Source: an optimization exercise on an open RTL-to-GDS flow (aim: a short achievable clock period and few clock cycles per item). Production flows keep margins and buffers that such runs may drop.
The RTL was checked by simulation tests, not by an equivalence proof against the original design.

==> flow/design.v <==
`timescale 1ns / 1ps
`default_nettype none
package led_fb_pkg;
  localparam int MATRICES_DEFAULT = 4;
  localparam int ROWS             = 8;
  localparam logic [2:0] OP_SET_ROW     = 3'd0;
  localparam logic [2:0] OP_PIXEL_ON    = 3'd1;
  localparam logic [2:0] OP_PIXEL_OFF   = 3'd2;
  localparam logic [2:0] OP_BLINK_ROW   = 3'd3;
  localparam logic [2:0] OP_BLINK_PIXEL = 3'd4;
  localparam logic [2:0] OP_CLEAR       = 3'd5;
  localparam logic [2:0] OP_REFRESH     = 3'd6;
endpackage
`default_nettype wire
`timescale 1ns / 1ps
`default_nettype none
import led_fb_pkg::*;
module led_fb_datapath
#(
  parameter int BEATS = 2 * MATRICES_DEFAULT * ROWS
) (
  input  wire logic               clk,
  input  wire logic               load,
  input  wire logic [BEATS*8-1:0] picture,
  input  wire logic               shift,
  output logic [7:0]              head
);
  logic [7:0] data [BEATS];
  always_ff @(posedge clk) begin
    for (int j = 0; j < BEATS; j++) begin
      if (load) begin
        data[j] <= picture[j*8 +: 8];
      end else if (shift && (j < BEATS - 1)) begin
        data[j] <= data[(j < BEATS - 1) ? j + 1 : j];
      end
    end
  end
  assign head = data[0];
endmodule
`default_nettype wire
`timescale 1ns / 1ps
`default_nettype none
import led_fb_pkg::*;
module led_fb_ctrl
#(
  parameter int MATRICES = MATRICES_DEFAULT
) (
  input  wire logic                  accept,
  input  wire logic [2:0]            operation,
  input  wire logic [1:0]            matrix,
  input  wire logic [3:0]            row,
  input  wire logic [3:0]            column,
  input  wire logic [7:0]            pattern,
  output logic [MATRICES*ROWS-1:0]   row_we,
  output logic [MATRICES-1:0]        mat_clr,
  output logic                       refresh,
  output logic [7:0]                 keep_a,
  output logic [7:0]                 set_a,
  output logic [7:0]                 keep_b,
  output logic [7:0]                 set_b
);
  logic       matrix_ok;
  logic       row_ok;
  logic       col_ok;
  logic       upd;
  logic [7:0] mask;
  assign matrix_ok = ({3'b000, matrix} < 5'(MATRICES));
  assign row_ok    = (row >= 4'd1) && (row <= 4'(ROWS));
  assign col_ok    = (column >= 4'd1) && (column <= 4'(ROWS));
  assign mask      = 8'b1 << 3'(column - 4'd1);
  always_comb begin
    upd    = 1'b0;
    keep_a = 8'hFF;
    set_a  = 8'h00;
    keep_b = 8'hFF;
    set_b  = 8'h00;
    case (operation)
      OP_SET_ROW: begin
        upd = row_ok;
        keep_a = 8'h00; set_a = pattern;
        keep_b = 8'h00; set_b = pattern;
      end
      OP_PIXEL_ON: begin
        upd = row_ok && col_ok;
        set_a = mask;
        set_b = mask;
      end
      OP_PIXEL_OFF: begin
        upd = row_ok && col_ok;
        keep_a = ~mask;
        keep_b = ~mask;
      end
      OP_BLINK_ROW: begin
        upd = row_ok;
        keep_a = 8'h00; set_a = pattern;
        keep_b = 8'h00;
      end
      OP_BLINK_PIXEL: begin
        upd = row_ok && col_ok;
        set_a = mask;
        keep_b = ~mask;
      end
      default: upd = 1'b0;
    endcase
  end
  always_comb begin
    for (int m = 0; m < MATRICES; m++) begin
      for (int r = 0; r < ROWS; r++) begin
        row_we[m*ROWS + r] = accept && upd && matrix_ok &&
                             (matrix == 2'(m)) && (row == 4'(r + 1));
      end
      mat_clr[m] = accept && (operation == OP_CLEAR) && (matrix == 2'(m));
    end
  end
  assign refresh = accept && (operation == OP_REFRESH);
endmodule
`default_nettype wire
`timescale 1ns / 1ps
`default_nettype none
import led_fb_pkg::*;
module led_matrix_blink_framebuffer
#(
  parameter int MATRICES = MATRICES_DEFAULT
) (
  input  wire logic       clk,
  input  wire logic       rst,
  input  wire logic       in_valid,
  output logic            in_stall,
  input  wire logic [2:0] operation,
  input  wire logic [1:0] matrix,
  input  wire logic [3:0] row,
  input  wire logic [3:0] column,
  input  wire logic [7:0] pattern,
  output logic            out_valid,
  input  wire logic       out_stall,
  output logic [1:0]      matrix_select,
  output logic [3:0]      digit_address,
  output logic [7:0]      row_data,
  output logic            phase,
  output logic            last
);
  localparam int MAT_W = (MATRICES > 1) ? $clog2(MATRICES) : 1;
  localparam int NROW  = MATRICES * ROWS;
  localparam int BEATS = 2 * NROW;
  localparam int BW    = 2 + 4 + 8 + 1 + 1;    
  logic                in_stall_q;
  logic                accept;
  logic [NROW-1:0]     d_we;
  logic [MATRICES-1:0] d_clr;
  logic                d_ref;
  logic [7:0]          d_keep_a, d_set_a, d_keep_b, d_set_b;
  assign in_stall = in_stall_q;
  assign accept   = in_valid && !in_stall_q && !rst;
  led_fb_ctrl #(
    .MATRICES (MATRICES)
  ) u_decode (
    .accept    (accept),
    .operation (operation),
    .matrix    (matrix),
    .row       (row),
    .column    (column),
    .pattern   (pattern),
    .row_we    (d_we),
    .mat_clr   (d_clr),
    .refresh   (d_ref),
    .keep_a    (d_keep_a),
    .set_a     (d_set_a),
    .keep_b    (d_keep_b),
    .set_b     (d_set_b)
  );
  logic [7:0]         live_a [NROW];
  logic [7:0]         live_b [NROW];
  logic [BEATS*8-1:0] picture;
  always_ff @(posedge clk) begin
    for (int i = 0; i < NROW; i++) begin
      if (rst || d_clr[i / ROWS]) begin
        live_a[i] <= 8'h00;
        live_b[i] <= 8'h00;
      end else if (d_we[i]) begin
        live_a[i] <= (live_a[i] & d_keep_a) | d_set_a;
        live_b[i] <= (live_b[i] & d_keep_b) | d_set_b;
      end
    end
  end
  always_comb begin
    for (int i = 0; i < NROW; i++) begin
      picture[i*8 +: 8]          = live_a[i];
      picture[(NROW + i)*8 +: 8] = live_b[i];
    end
  end
  logic       want;
  logic       snap;
  logic       pop;
  logic       rel;
  logic       busy_q;
  logic       pend_q;
  logic       busy_next;
  logic [7:0] head;
  assign want      = d_ref || pend_q;
  assign snap      = want && (!busy_q || rel);
  assign busy_next = (busy_q && !rel) || snap;
  led_fb_datapath #(
    .BEATS (BEATS)
  ) u_slot (
    .clk     (clk),
    .load    (snap),
    .picture (picture),
    .shift   (pop),
    .head    (head)
  );
  always_ff @(posedge clk) begin
    if (rst) begin
      busy_q     <= 1'b0;
      pend_q     <= 1'b0;
      in_stall_q <= 1'b0;
    end else begin
      busy_q     <= busy_next;
      pend_q     <= want && !snap;
      in_stall_q <= want && !snap;
    end
  end
  logic [2:0]       row_c;
  logic [MAT_W-1:0] mat_c;
  logic             ph_c;
  logic             cnt_last;
  logic             pre_last;
  logic             sv_q;
  logic [BW-1:0]    beat;
  logic [BW-1:0]    s_beat;
  logic [BW-1:0]    o_beat;
  logic             ov_q;
  logic             out_free;
  assign pre_last = ph_c && (mat_c == MAT_W'(MATRICES - 1)) && (row_c == 3'(ROWS - 2));
  assign pop      = busy_q && !sv_q;
  assign rel      = pop && cnt_last;
  assign beat     = {2'(mat_c), {1'b0, row_c} + 4'd1, head, ph_c, cnt_last};
  always_ff @(posedge clk) begin
    if (rst) begin
      row_c    <= '0;
      mat_c    <= '0;
      ph_c     <= 1'b0;
      cnt_last <= 1'b0;
    end else if (pop) begin
      cnt_last <= pre_last;
      row_c    <= row_c + 3'd1;
      if (row_c == 3'(ROWS - 1)) begin
        if (mat_c == MAT_W'(MATRICES - 1)) begin
          mat_c <= '0;
          ph_c  <= !ph_c;
        end else begin
          mat_c <= mat_c + MAT_W'(1);
        end
      end
    end
  end
  assign out_free = !ov_q || !out_stall;
  always_ff @(posedge clk) begin
    if (rst) begin
      ov_q <= 1'b0;
      sv_q <= 1'b0;
    end else if (out_free) begin
      ov_q <= sv_q || pop;
      sv_q <= 1'b0;
    end else if (pop) begin
      sv_q <= 1'b1;
    end
  end
  always_ff @(posedge clk) begin
    if (out_free) begin
      o_beat <= sv_q ? s_beat : beat;
    end
    if (!out_free && pop) begin
      s_beat <= beat;
    end
  end
  assign out_valid = ov_q;
  assign {matrix_select, digit_address, row_data, phase, last} = o_beat;
endmodule
`default_nettype wire
export LEC_CHECK = 0
export ABC_CLOCK_PERIOD_IN_PS = 1500
export CAP_MARGIN = 20
export CORE_MARGIN = 2
export CORE_UTILIZATION = 68
export CTS_CLUSTER_DIAMETER = 60
export CTS_CLUSTER_SIZE = 20
export PLACE_DENSITY = 0.75
export SETUP_SLACK_MARGIN = 2.9
export SLEW_MARGIN = 20
create_clock -name core_clock -period 5.0 [get_ports {clk}]
run.sh (not shown) runs the stock make flow with config.mk's settings and CLKGATE_MAP_FILE= SYNTH_SCRIPT=/design/flow/synth_recipe.tcl, a recipe that flattens the netlist after the stock synthesis.
The first run stopped in global routing (5_1_grt) with DPL-0038.
Testbench counts at the start, summed over its fixed seeds: cycles 8,468, items 2,560.
Then changed:
CORE_UTILIZATION = 75   (was 68)
PLACE_DENSITY = 0.8   (was 0.75)
SETUP_SLACK_MARGIN = 3.0   (was 2.9)
Now the flow died in clock tree synthesis (4_1_cts).
Area after synthesis is unchanged.
Synthesized cell count stays the same.
Then changed:
CORE_UTILIZATION = 60   (was 75)
PLACE_DENSITY = unset   (was 0.8)
The changed run failed in global routing (5_1_grt), error GRT-0232.
Synthesized cell count is unchanged.
Area after synthesis stays the same.
